This is an optimization exercise on Yosys and OpenROAD, whose aim is a short achievable clock period and few clock cycles per item, not a production implementation.
The RTL was checked by simulation tests, not by an equivalence proof against the original design.
Power is estimated from default activity; no workload was simulated.

red:
## rv_exec_top
module rv_exec_top
#(
  parameter int XLEN = XLEN_DEFAULT
) (
  input  logic            in_clk,
  input  logic            in_rst,
  input  logic            instr_valid_i,
  output logic                 instr_ready_o,
  input  logic [4:0]        op_i,
  input  logic [4:0]      rd_i,
  input  logic [4:0]      rs1_i,
  input  logic [4:0]      rs2_i,
  input  logic [XLEN-1:0] imm_i,
  input  logic [XLEN-1:0] pc_i,
  output logic                 res_valid_o,
  input  logic            res_ready_i,
  output logic [4:0]           res_rd_o,
  output logic [XLEN-1:0]      res_data_o
);
  logic                accept;
  logic                hold;
  logic                held;
  logic [NUM_REGS-1:0] rsel1;
  logic [NUM_REGS-1:0] rsel2;
  logic [3:0][XLEN-1:0] rgrp1;
  logic [3:0][XLEN-1:0] rgrp2;
  logic                d_valid;
  logic [4:0]          d_rd;
  logic [XLEN-1:0]     d_a;
  logic [XLEN-1:0]     d_b;
  logic                d_fx1;
  logic                d_fx2;
  logic                d_fr1;
  logic                d_fr2;
  logic                d_inv;
  logic                d_sgn;
  logic                d_sel_add;
  logic                d_sel_lt;
  logic                d_log_and;
  logic                d_log_xor;
  logic                d_sel_sll;
  logic                d_sel_sr;
  logic                d_sra;
  logic [3:0]          d_sh_h;
  logic [3:0]          d_sh_m;
  logic                d_sh_4;
  logic [3:0]          d_shl;
  logic [3:0]          d_shr;
  logic [3:0]          d_shm;
  logic                d_sh4;
  logic                d_shl_fr;
  logic                d_shr_fr;
  logic                d_sh_fr;
  logic                x_valid;
  ...
Size in the first run: about 8500 cells after synthesis, roughly 130 I/O pins, about 100000 µm² of cells after synthesis.
==> module rv_writeback, before the edit <==
module rv_writeback
#(
  parameter int XLEN   = XLEN_DEFAULT,
  parameter int QDEPTH = 6
) (
  input  logic            in_clk,
  input  logic            in_rst,
  input  logic            instr_valid_i,
  output logic            instr_ready_o,
  output logic            accept_o,
  input  logic            hold_i,
  input  logic            held_i,
  input  logic            r_valid_i,
  input  logic [4:0]      r_rd_i,
  input  logic [XLEN-1:0] r_data_i,
  output logic            res_valid_o,
  input  logic            res_ready_i,
  output logic [4:0]      res_rd_o,
  output logic [XLEN-1:0] res_data_o
);
  localparam int CAP = QDEPTH;
  localparam int CW  = $clog2(CAP + 1);
  localparam int PW  = $clog2(QDEPTH);
  logic [CW-1:0] owed;
  logic          pop;
  logic          rdy_int;
  logic          q_any;
  logic          rdy_inc;
  logic          rdy_same;
  assign rdy_int  = (owed < CW'(CAP)) && !held_i;
  assign accept_o = instr_valid_i && rdy_int;
  assign pop      = q_any && res_ready_i;
  assign rdy_inc  = (owed + CW'(1)) < CW'(CAP);
  assign rdy_same = owed < CW'(CAP);
  always_ff @(posedge in_clk or negedge in_rst) begin
    if (!in_rst) begin
      owed <= '0;
    end else begin
      case ({accept_o, pop})
        2'b10:   owed <= owed + CW'(1);
        2'b01:   owed <= owed - CW'(1);
        default: ;
      endcase
    end
  end
  always_ff @(posedge in_clk) begin
    case ({accept_o, pop})
      2'b10:   instr_ready_o <= rdy_inc && !hold_i;
      2'b01:   instr_ready_o <= !hold_i;
      default: instr_ready_o <= rdy_same && !hold_i;
    endcase
  end
  logic [4:0]      q_rd   [QDEPTH];
  logic [XLEN-1:0] q_data [QDEPTH];
  logic [PW-1:0]   wptr;
  logic [PW-1:0]   rptr;
  logic [PW-1:0]   rptr1;
  logic [PW:0]     q_cnt;
  logic [PW:0]     q_cnt_nxt;
  logic [4:0]      hd0_rd, hd1_rd;
  logic [XLEN-1:0] hd0_data, hd1_data;
  assign rptr1     = (rptr == PW'(QDEPTH - 1)) ? '0 : rptr + PW'(1);
  assign q_any     = (q_cnt != '0);
  always_comb begin
    case ({r_valid_i, pop})
      2'b10:   q_cnt_nxt = q_cnt + (PW+1)'(1);
      2'b01:   q_cnt_nxt = q_cnt - (PW+1)'(1);
      default: q_cnt_nxt = q_cnt;
    endcase
  end
  logic q_any_nxt;
  assign q_any_nxt = (q_cnt >= (PW+1)'(2)) || r_valid_i || (q_any && !pop);
  always_ff @(posedge in_clk or negedge in_rst) begin
    if (!in_rst) begin
      wptr        <= '0;
      rptr        <= '0;
      q_cnt       <= '0;
    end else begin
      if (r_valid_i) wptr <= (wptr == PW'(QDEPTH - 1)) ? '0 : wptr + PW'(1);
      if (pop)       rptr <= rptr1;
      q_cnt       <= q_cnt_nxt;
    end
  end
  always_ff @(posedge in_clk) begin
    res_valid_o <= q_any_nxt;
  end
  always_ff @(posedge in_clk) begin
    if (r_valid_i) begin
      q_rd[wptr]   <= r_rd_i;
      q_data[wptr] <= r_data_i;
    end
  end
  always_comb begin
    if (q_cnt >= (PW+1)'(1)) begin
      hd0_rd   = q_rd[rptr];
      hd0_data = q_data[rptr];
    end else begin
      hd0_rd   = r_rd_i;
      hd0_data = r_data_i;
    end
    if (q_cnt >= (PW+1)'(2)) begin
      hd1_rd   = q_rd[rptr1];
      hd1_data = q_data[rptr1];
    end else begin
      hd1_rd   = r_rd_i;
      hd1_data = r_data_i;
    end
  end
  always_ff @(posedge in_clk) begin
    if (pop) begin
      res_rd_o   <= hd1_rd;
      res_data_o <= hd1_data;
    end else begin
      res_rd_o   <= hd0_rd;
      res_data_o <= hd0_data;
    end
  end
endmodule
Settings: LEC_CHECK=0, CAP_MARGIN=50, CORE_MARGIN=2, CORE_UTILIZATION=65, CTS_CLUSTER_DIAMETER=100, CTS_CLUSTER_SIZE=20, SETUP_SLACK_MARGIN=3.2, SLEW_MARGIN=50, SYNTH_HIERARCHICAL=1; clock period 5.5 ns.
run.sh (not shown) runs the stock make flow with config.mk's settings and CLKGATE_MAP_FILE= SYNTH_SCRIPT=/design/flow/synth_recipe.tcl, a recipe that flattens the netlist after the stock synthesis.
Testbench counts of red, summed over its fixed seeds: cycles 12,106, items 12,000.
Setup changes, red to blue
diff --git a/flow/design.v b/flow/design.v
--- a/flow/design.v
+++ b/flow/design.v
@@ -772,7 +772,7 @@
 module rv_writeback
 #(
   parameter int XLEN   = XLEN_DEFAULT,
-  parameter int QDEPTH = 6
+  parameter int QDEPTH = 7
 ) (
   input  logic            in_clk,
   input  logic            in_rst,
Notes after the runs:
- blue reached the final stage; the timing, DRC and antenna checks on its layout passed.
- When the final numbers for red and blue were put side by side, the first-pass GRT wire length turned out to be smaller in red.
- Standard-cell row count grows slightly when moving from red to blue.
- Post-route fraction of the period consumed by the critical path ended up 0.20 points higher on blue than on red.
- In the tables for red and blue, total power reads higher with blue.
- The proportion of total power due to net switching was comparable across red and blue.
Testbench counts of blue, summed over its fixed seeds: cycles 12,106, items 12,000.

==> static timing again, ports no longer ideal <==
How much do the figures lean on ideal ports? The routed layouts below were timed once more, with nothing changed but the port constraints.
Step 1, drivers: a clkbuf_16 drives in_clk and a buf_2 each remaining input, both assumed.
Step 2, shift: input delay + t, output delay - t, t = (earliest + latest rising clock arrival at the registers) / 2. This alone moves slack from input paths to output paths.
a / b / c = ideal ports / drivers / drivers and shift; a / b = the first two.
run	t, ns	setup slack, ns	hold slack, ns	worst register clock-pin slew, ns
red	0.895	3.094 / 3.005 / 2.460	0.230 / 0.193 / 0.334	0.10 / 0.10
blue	0.890	3.083 / 3.008 / 2.416	0.219 / 0.315 / 0.320	0.10 / 0.10
After both steps setup and hold are still met in every run listed. For blue, which loses most, drivers alone change the setup slack by -0.075 ns; drivers and shift together by -0.667 ns.
